This design comes from an exercise in tuning for small area, a short achievable clock period and few clock cycles per item on the open sky130 flow, not from production work.
RTL that was checked went through simulation tests only; none was proved equivalent to the original.
Power and IR drop assume default switching activity.

==> flow/design.v (excerpt) <==
module softmax_normalizer
#(
    parameter int unsigned N             = 32,
    parameter int unsigned IN_BIT_WIDTH  = 16,
    parameter int unsigned SUM_BIT_WIDTH = 32,
    parameter int unsigned RECIP_W       = 32,
    parameter int unsigned OUT_BIT_WIDTH = 16
) (
    input  logic                        i_clk,
    input  logic                        i_rst_n,
    input  logic                        i_vec_valid,
    output logic                        o_vec_ready,
    input  logic [IN_BIT_WIDTH*N-1:0]   i_data,
    input  logic                        i_sum_valid,
    input  logic [SUM_BIT_WIDTH-1:0]    i_sum,
    output logic                        o_valid,
    input  logic                        i_ready,
    output logic [OUT_BIT_WIDTH-1:0]    o_prob,
    output logic [$clog2(N)-1:0]        o_idx,
    output logic                        o_last,
    output logic                        o_busy,
    output logic                        o_recip_sat
);
    localparam int unsigned IDX_W = $clog2(N);
    logic [IN_BIT_WIDTH-1:0] xb_q [N];
    localparam int unsigned NG = 4;         
    localparam int unsigned GS = N / NG;
    logic [NG-1:0]           gfull_q;       
    logic                    full_q;        
    logic                    xb_new_q;      
    logic [N-1:0]            rd_q;          
    logic                    vready_q;      
    logic                    accept;
    logic [7:0]              xa1_q;         
    logic [6:0]              xa2_q, xa3_q;
    logic                    xa_v_q;
    logic                    xa_wait_q;     
    logic [28:0]             cs0_q, cs1_q;
    logic [5:0]              cs_ovf_q;      
    logic                    cs_hi_q;       
    logic                    cs_rs_q;       
    logic                    cs_v_q;
  ...
Size: roughly 2900 cells after synthesis, roughly 580 I/O pins, ~40000 um^2 of cells after synthesis.
==> flow/config.mk <==
export PLATFORM = sky130hd
export DESIGN_NAME = softmax_normalizer
export DESIGN_NICKNAME = softmax_normalizer
export VERILOG_FILES = /design/flow/design.v
export SDC_FILE = /design/flow/constraint.sdc
export NUM_CORES = 4
export LEC_CHECK = 0
export ABC_CLOCK_PERIOD_IN_PS = 3000
export CAP_MARGIN = 20
export CELL_PAD_IN_SITES_DETAIL_PLACEMENT = 1
export CORE_MARGIN = 2
export CORE_UTILIZATION = 40
export PLACE_DENSITY = 0.45
export SLEW_MARGIN = 20
==> flow/constraint.sdc <==
create_clock -name core_clock -period 11.0 [get_ports {i_clk}]
set_input_delay 2.2000 -clock core_clock [delete_from_list [all_inputs] [get_ports {i_clk}]]
set_output_delay 2.2000 -clock core_clock [all_outputs]
set_load 0.01 [all_outputs]
standard.sh (not shown) runs the stock make flow with config.mk's settings and CLKGATE_MAP_FILE= SYNTH_SCRIPT=/design/flow/synth_recipe.tcl, a recipe that flattens the netlist after the stock synthesis.
==> flow/flow/run.sh <==
#!/bin/bash
# The standard layout (the standard.sh, standard synthesis unchanged), with
#  - every input and output port buffered by the smallest buffer (buf_1)
#    instead of the tool's default pick; the resizer still upsizes any port
#    buffer that needs more drive;
#  - repair_timing asked for a setup margin of 7.5 ns, so that it keeps
#    sizing and buffering paths until they are 7.5 ns inside the 11 ns clock.
# The SDC (clock period, I/O delays, loads) is the standard flow's, unchanged.
set -euo pipefail
export BUFFER_PORTS_ARGS="-buffer_cell sky130_fd_sc_hd__buf_1"
export SETUP_SLACK_MARGIN=7.5
bash standard.sh > make.log 2>&1
Change:
--- a/flow/design.v
+++ b/flow/design.v
@@ -110,25 +110,25 @@
     output logic [$clog2(N)-1:0]        o_idx,
     output logic                        o_last,
     output logic                        o_busy,
     output logic                        o_recip_sat
 );
     localparam int unsigned IDX_W = $clog2(N);
     logic [IN_BIT_WIDTH-1:0] xb_q [N];
     localparam int unsigned NG = 4;         
     localparam int unsigned GS = N / NG;
     logic [NG-1:0]           gfull_q;       
     logic                    full_q;        
     logic                    xb_new_q;      
-    logic [N-1:0]            rd_q;          
+    logic [IDX_W-1:0]        rd_q;          
     logic                    vready_q;      
     logic                    accept;
     logic [7:0]              xa1_q;         
     logic [6:0]              xa2_q, xa3_q;
     logic                    xa_v_q;
     logic                    xa_wait_q;     
     logic [28:0]             cs0_q, cs1_q;
     logic [5:0]              cs_ovf_q;      
     logic                    cs_hi_q;       
     logic                    cs_rs_q;       
     logic                    cs_v_q;
     logic [OUT_BIT_WIDTH-1:0] prob_q, sk_prob_q;
@@ -178,33 +178,31 @@
         .o_ready (div_ready),
         .o_recip (div_recip),
         .o_sat   (div_sat)
     );
     always_comb begin
         stall     = out_v_q & sk_v_q;
         push      = cs_v_q & ~stall;
         cs_free   = ~cs_v_q | ~stall;
         xa_go     = xa_v_q & ~xa_wait_q & cs_free;
         xa_free   = ~xa_v_q | xa_go;
         rd_go     = full_q & xa_free;
         byp_go    = accept & xa_free;
-        new0      = byp_go | (rd_go & rd_q[0]);
+        new0      = byp_go | (rd_go & (rd_q == '0));
         r_load    = div_ready & (~full_q | xb_new_q) & (xa_free | xa_wait_q);
         has_r     = ~abort & (r_next_q | r_load);
         xfer      = out_v_q & i_ready;
         xfer_last = xfer & last_q;
         out_take  = ~out_v_q | i_ready;
-        rd_data = '0;
-        for (int i = 0; i < int'(N); i++)
-            rd_data = rd_data | (xb_q[i] & {IN_BIT_WIDTH{rd_q[i]}});
+        rd_data = xb_q[rd_q];
         xa_raw  = full_q ? rd_data : i_data[IN_BIT_WIDTH-1:0];
         for (int i = 0; i < 7; i++) begin
             xa1_d[i] = ~xa_raw[15] &  xa_raw[2*i] & ~xa_raw[2*i+1];
             xa2_d[i] = ~xa_raw[15] & ~xa_raw[2*i] &  xa_raw[2*i+1];
             xa3_d[i] = ~xa_raw[15] &  xa_raw[2*i] &  xa_raw[2*i+1];
         end
         xa1_d[7] = ~xa_raw[15] & xa_raw[14];
     end
     softmax_mul_s1 u_s1 (
         .i_s1   (xa1_q),
         .i_s2   (xa2_q),
         .i_s3   (xa3_q),
@@ -243,27 +241,27 @@
             cs_hi_q  <= phi;
             cs_rs_q  <= rs_q;
         end
         if (push) begin
             sk_prob_q <= prob_n;
             sk_rs_q   <= cs_rs_q;
         end
         if (out_take) begin
             prob_q   <= sk_v_q ? sk_prob_q : prob_n;
             out_rs_q <= sk_v_q ? sk_rs_q : cs_rs_q;
         end
         if (~full_q)
-            rd_q <= xa_free ? N'(2) : N'(1);
+            rd_q <= xa_free ? IDX_W'(1) : '0;
         else if (rd_go)
-            rd_q <= {rd_q[N-2:0], rd_q[N-1]};
+            rd_q <= rd_q + 1'b1;
     end
     always_ff @(posedge i_clk or negedge i_rst_n) begin
         if (!i_rst_n) begin
             full_q    <= 1'b0;
             gfull_q   <= '0;
             vready_q  <= 1'b1;
             xb_new_q  <= 1'b0;
             xa_v_q    <= 1'b0;
             xa_wait_q <= 1'b0;
             r_next_q  <= 1'b0;
             cs_v_q    <= 1'b0;
             out_v_q   <= 1'b0;
@@ -272,27 +270,27 @@
             last_q    <= 1'b0;
             nvec_q    <= '0;
             busy_q    <= 1'b0;
             offer_q   <= 1'b0;
             pend_q    <= 1'b0;
         end else begin
             if (accept) begin
                 full_q   <= 1'b1;
                 gfull_q  <= '1;
                 vready_q <= 1'b0;
             end else if (rd_go) begin
                 for (int g = 0; g < int'(NG); g++)
-                    if (rd_q[g*GS + GS - 1])
+                    if (rd_q == IDX_W'(g*GS + GS - 1))
                         gfull_q[g] <= 1'b0;
-                if (rd_q[N-1]) begin
+                if (rd_q == IDX_W'(N - 1)) begin
                     full_q   <= 1'b0;
                     vready_q <= 1'b1;
                 end
             end
             if (accept)
                 xb_new_q <= ~has_r;
             else if (r_load)
                 xb_new_q <= 1'b0;
             if (xa_free)
                 xa_v_q <= rd_go | byp_go;
             if (byp_go) begin
                 xa_wait_q <= ~has_r;
Cell area stays flat. Critical path depth does not change. Global-route usage rose by 1.1 points. Via count rose slightly. Maximum frequency rose by a few percent. Clock power barely changes. Non-clock buffer count rose by 10. Worst setup slack gets better by 0.093 ns. Worst hold slack gets worse by 0.032 ns. Wire length rose slightly. Power fell by about a fifth.
Testbench counts after the change, summed over its fixed seeds: cycles 12,445, vectors 384.
Function not checked in the first run of this note: the RTL went through the layout flow alone.

==> what the ideal ports hide <==
The flow's constraints put no driver on any port. The routed layouts listed below were extracted and timed again, unchanged, in two steps.
Step 1 sets driving cells, clkbuf_16 on the clock port and buf_2 on the other inputs (assumed; they add their load-dependent delay and slew).
Step 2 moves the port delays by t, midway between the first and last clock arrival at a register: inputs arrive t later, outputs are due t later. That takes back most of the time a late clock gives input paths.
Slacks: ideal ports / drivers / drivers and shift; pairs: ideal ports / drivers.
| run | shift t [ns] | slack for setup (ns) | slew at the worst register clock pin (ns) | worst data-port slew with drivers (ns) |
|---|---|---|---|---|
| the first run | 0.754 | 7.389 / 7.322 / 7.131 | 0.06 / 0.06 | 0.15 |
| the second run | 0.752 | 7.482 / 7.413 / 7.157 | 0.07 / 0.07 | 0.24 |
After both steps setup and hold are still met in every run listed. The setup slack of the second run, which loses most, moves by -0.069 ns with the drivers and by -0.325 ns with both steps.
